Source: an optimization exercise on an open RTL-to-GDS flow (aim: small area, a short achievable clock period and few clock cycles per item). Production flows keep margins and buffers that such runs may drop. Function was checked by simulation only, so behaviour that the tests miss may differ from the original. Power figures rest on the tool's default switching activity, not on a simulated workload.

==> inputs of job 2770 <==
## lda_top
module lda_top (
  input  logic                         clk,
  input  logic                         arst_n,
  input  logic                         wb_cyc,
  input  logic                         wb_stb,
  input  logic                         wb_we,
  input  logic [lda_pkg::WB_ADR_W-1:0] wb_adr,
  input  logic [31:0]                  wb_dat_w,
  input  logic [3:0]                   wb_sel,     
  output logic [31:0]                  wb_dat_r,
  output logic                         wb_ack
);
clock: 6.5 ns
lec_check: 0
abc_area: 1
cap_margin: 20
core_margin: 2
core_utilization: 55
cts_cluster_diameter: 50
cts_cluster_size: 30
gpl_timing_driven: 1
setup_slack_margin: 2.5
slew_margin: 20
run.sh (not shown) runs the stock make flow with config.mk's settings and CLKGATE_MAP_FILE= SYNTH_SCRIPT=/design/flow/synth_recipe.tcl, a recipe that flattens the netlist after the stock synthesis.
==> inputs of job 4136, as changes to job 2770 <==
--- a/flow/config.mk
+++ b/flow/config.mk
@@ -9,8 +9,7 @@
 export CAP_MARGIN = 20
 export CORE_MARGIN = 2
-export CORE_UTILIZATION = 55
+export CORE_UTILIZATION = 65
 export CTS_CLUSTER_DIAMETER = 50
 export CTS_CLUSTER_SIZE = 30
-export GPL_TIMING_DRIVEN = 1
-export SETUP_SLACK_MARGIN = 2.5
+export SETUP_SLACK_MARGIN = 2.0
 export SLEW_MARGIN = 20
==> inputs of job 3338, as changes to job 2770 <==
--- a/flow/config.mk
+++ b/flow/config.mk
@@ -9,8 +9,7 @@
 export CAP_MARGIN = 20
 export CORE_MARGIN = 2
-export CORE_UTILIZATION = 55
+export CORE_UTILIZATION = 65
 export CTS_CLUSTER_DIAMETER = 50
 export CTS_CLUSTER_SIZE = 30
-export GPL_TIMING_DRIVEN = 1
-export SETUP_SLACK_MARGIN = 2.5
+export SETUP_SLACK_MARGIN = 3.0
 export SLEW_MARGIN = 20
==> notes <==
In area after synthesis, job 2770 and job 3338 do not differ.
Wire length, lowest first: job 2770, job 4136, job 3338.
In job 3338 the worst hold slack is lower than in job 4136, by 0.0085 ns.
The highest cell area belongs to job 3338, the lowest to job 4136.
Fmax, lowest first: job 4136, job 2770, job 3338.
Die area is the same in job 3338 and job 4136.
The lowest register-to-register slack belongs to job 4136, the highest to job 3338.
Against job 2770, the clock skew of job 3338 is higher by 0.0037 ns.
Sequential cell count is the same in job 2770 and job 4136.
==> figures <==
| quantity | job 3338 | job 4136 | job 2770 |
|---|---|---|---|
| TritonCTS Buffers | 94 | 96 | 100 |
| Layout-to-synthesis area ratio | 1.207x | 1.134x | 1.164x |
| Worst Reg2Reg Path Length in Cells | 14 | 13 | 17 |
| Fraction of layout cells with a size suffix above 1 | 19.2% | 7.99% | 12.0% |
| Crit path max fanout | 6 | 19 | 6 |
| Reg-to-reg startpoint | scatter_calc_inst.b_one[2]$_DFF_P_ | scatter_calc_inst.b_neg[0]$_DFF_P_ | scatter_calc_inst.b_two[1]$_DFF_P_ |
| Post-cts gate resize count | 557 | 128 | 383 |
| Switching power summed over all nets | 5500 uW | 5550 uW | 5490 uW |
| Clock insertion delay at the later pin of the skew report | 0.70 ns | 0.71 ns | 0.71 ns |
| Critical path origin | wb_adr[3] | wb_adr[3] | wb_adr[4] |
| Maximum number of pins on one net before global-route repair | 56 | 56 | 55 |
| Clock Power Share | 35.0% | 36.2% | 36.2% |
| Placed cell area | 47200 um2 | 47300 um2 | 47500 um2 |
| Fraction of standard cell area that is sequential | 53.3% | 56.5% | 55.1% |
| Comb power frac | 16.6% | 15.5% | 15.6% |
| Run status | complete, no violations | complete, no violations | complete, no violations |
| Min cycle time layout | 4.05 ns | 4.52 ns | 4.06 ns |
| Worst slew pin tran | 1.15 ns | 1.13 ns | 1.12 ns |
| WL met3 | 11700 um | 7510 um | 6460 um |
Testbench counts of job 2770, summed over its fixed seeds: cycles 3,840, items 80.
Testbench counts of job 4136, summed over its fixed seeds: cycles 3,840, items 80.
Testbench counts of job 3338, summed over its fixed seeds: cycles 3,840, items 80.

========
==> run a <==
Starting RTL as in the previous note.
## lda_top
module lda_top (
  input  logic                         clk,
  input  logic                         arst_n,
  input  logic                         wb_cyc,
  input  logic                         wb_stb,
  input  logic                         wb_we,
  input  logic [lda_pkg::WB_ADR_W-1:0] wb_adr,
  input  logic [31:0]                  wb_dat_w,
  input  logic [3:0]                   wb_sel,     
  output logic [31:0]                  wb_dat_r,
  output logic                         wb_ack
);
export LEC_CHECK = 0
export ABC_AREA = 1
export CAP_MARGIN = 20
export CORE_MARGIN = 2
export CORE_UTILIZATION = 65
export CTS_CLUSTER_DIAMETER = 50
export CTS_CLUSTER_SIZE = 30
export SETUP_SLACK_MARGIN = 2.5
export SLEW_MARGIN = 20
create_clock -name core_clock -period 6.5 [get_ports {clk}]
==> run b: changes against run a <==
--- a/flow/config.mk
+++ b/flow/config.mk
@@ -9,5 +9,5 @@
 export CAP_MARGIN = 20
 export CORE_MARGIN = 2
-export CORE_UTILIZATION = 65
+export CORE_UTILIZATION = 55
 export CTS_CLUSTER_DIAMETER = 50
 export CTS_CLUSTER_SIZE = 30
==> run c: changes against run a <==
--- a/flow/config.mk
+++ b/flow/config.mk
@@ -9,5 +9,5 @@
 export CAP_MARGIN = 20
 export CORE_MARGIN = 2
-export CORE_UTILIZATION = 65
+export CORE_UTILIZATION = 45
 export CTS_CLUSTER_DIAMETER = 50
 export CTS_CLUSTER_SIZE = 30
==> comparison <==
- The lowest critical path depth belongs to run c, the highest to run b.
- In run a the sequential share of layout area is higher than in run b, by 0.11 points.
- In fmax, run a and run c hardly differ.
- Worst setup slack, highest first: run b, run c, run a.
- Register-to-register slack: run c < run a < run b.
- Run a finished with timing, DRC and antenna clean. Run c completed with no timing, DRC or antenna violations. Run b went through all stages and came out clean.
- Synthesized cell count is the same in run c and run b.
- Cell count: run a < run b < run c.
- In area after synthesis, run a and run b do not differ.
==> figures <==
Run status: run b timing/DRC/antenna clean; run a timing/DRC/antenna clean; run c timing/DRC/antenna clean
Cell seen most often among critical-path stages: run b sky130_fd_sc_hd__buf_6; run a -; run c sky130_fd_sc_hd__buf_6
Clock share of power: run b 36.2%; run a 36.0%; run c 36.8%
Worst path depth: run b 12; run a 10; run c 9
Clk. pwr: run b 6.83 mW; run a 6.81 mW; run c 7.00 mW
Core area: run b 82000 um2; run a 68800 um2; run c 100000 um2
Register-to-register setup slack: run b 2660 ps; run a 2620 ps; run c 2600 ps
Combinational cell power: run b 2.94 mW; run a 3.01 mW; run c 2.92 mW
Uppermost metal layer occupied by signal nets: run b met4; run a met4; run c met5
Die height: run b 291 um; run a 268 um; run c 322 um
Largest stage delay on the critical path: run b 210 ps; run a 230 ps; run c 550 ps
Post-placement cell area: run b 47500 um2; run a 47300 um2; run c 47700 um2
TritonCTS buffer count: run b 100; run a 96; run c 104
Number of placed cells counting well taps: run b 5318; run a 5172; run c 5533
Post-DR vias/cell: run b 5.19; run a 5.47; run c 4.99
Count of buffers added by post-CTS timing repair for setup: run b 33; run a 32; run c 31
Horizontal extent of the die: run b 291 um; run a 268 um; run c 322 um
Testbench counts of run a, summed over its fixed seeds: cycles 3,840, items 80.
Testbench counts of run b, summed over its fixed seeds: cycles 3,840, items 80.
Testbench counts of run c, summed over its fixed seeds: cycles 3,840, items 80.

-- separate check: timing with driven ports --
How much do the figures lean on ideal ports? The routed layouts below were timed once more, with nothing changed but the port constraints. Step 1 (the two cells are an assumption about what drives the block):
set clk [get_ports {clk}]
set_driving_cell -lib_cell sky130_fd_sc_hd__clkbuf_16 $clk
set_driving_cell -lib_cell sky130_fd_sc_hd__buf_2 [delete_from_list [all_inputs] $clk]
Step 2, shift: input delay + t, output delay - t, t = (earliest + latest rising clock arrival at the registers) / 2. This alone moves slack from input paths to output paths. a / b / c = no drivers / after step 1 / after step 2; a / b = the first two.
| run | shift t [ns] | slack for setup (ns) | hold slack, ns |
|---|---|---|---|
| job 2770 | 0.750 | 2.439 / 2.362 / 2.292 | 0.316 / 0.316 / 0.316 |
| job 4136 | 0.736 | 1.979 / 1.919 / 1.919 | 0.297 / 0.297 / 0.297 |
| job 3338 | 0.742 | 2.445 / 2.363 / 2.128 | 0.288 / 0.288 / 0.288 |
| run a | 0.739 | 2.371 / 2.322 / 2.157 | 0.296 / 0.296 / 0.296 |
| run b | 0.750 | 2.439 / 2.362 / 2.292 | 0.316 / 0.316 / 0.316 |
| run c | 0.766 | 2.378 / 2.309 / 2.309 | 0.298 / 0.298 / 0.298 |
After both steps every run listed still meets setup and hold. The setup slack of job 3338, which loses most, moves by -0.082 ns with the drivers and by -0.317 ns with both steps.
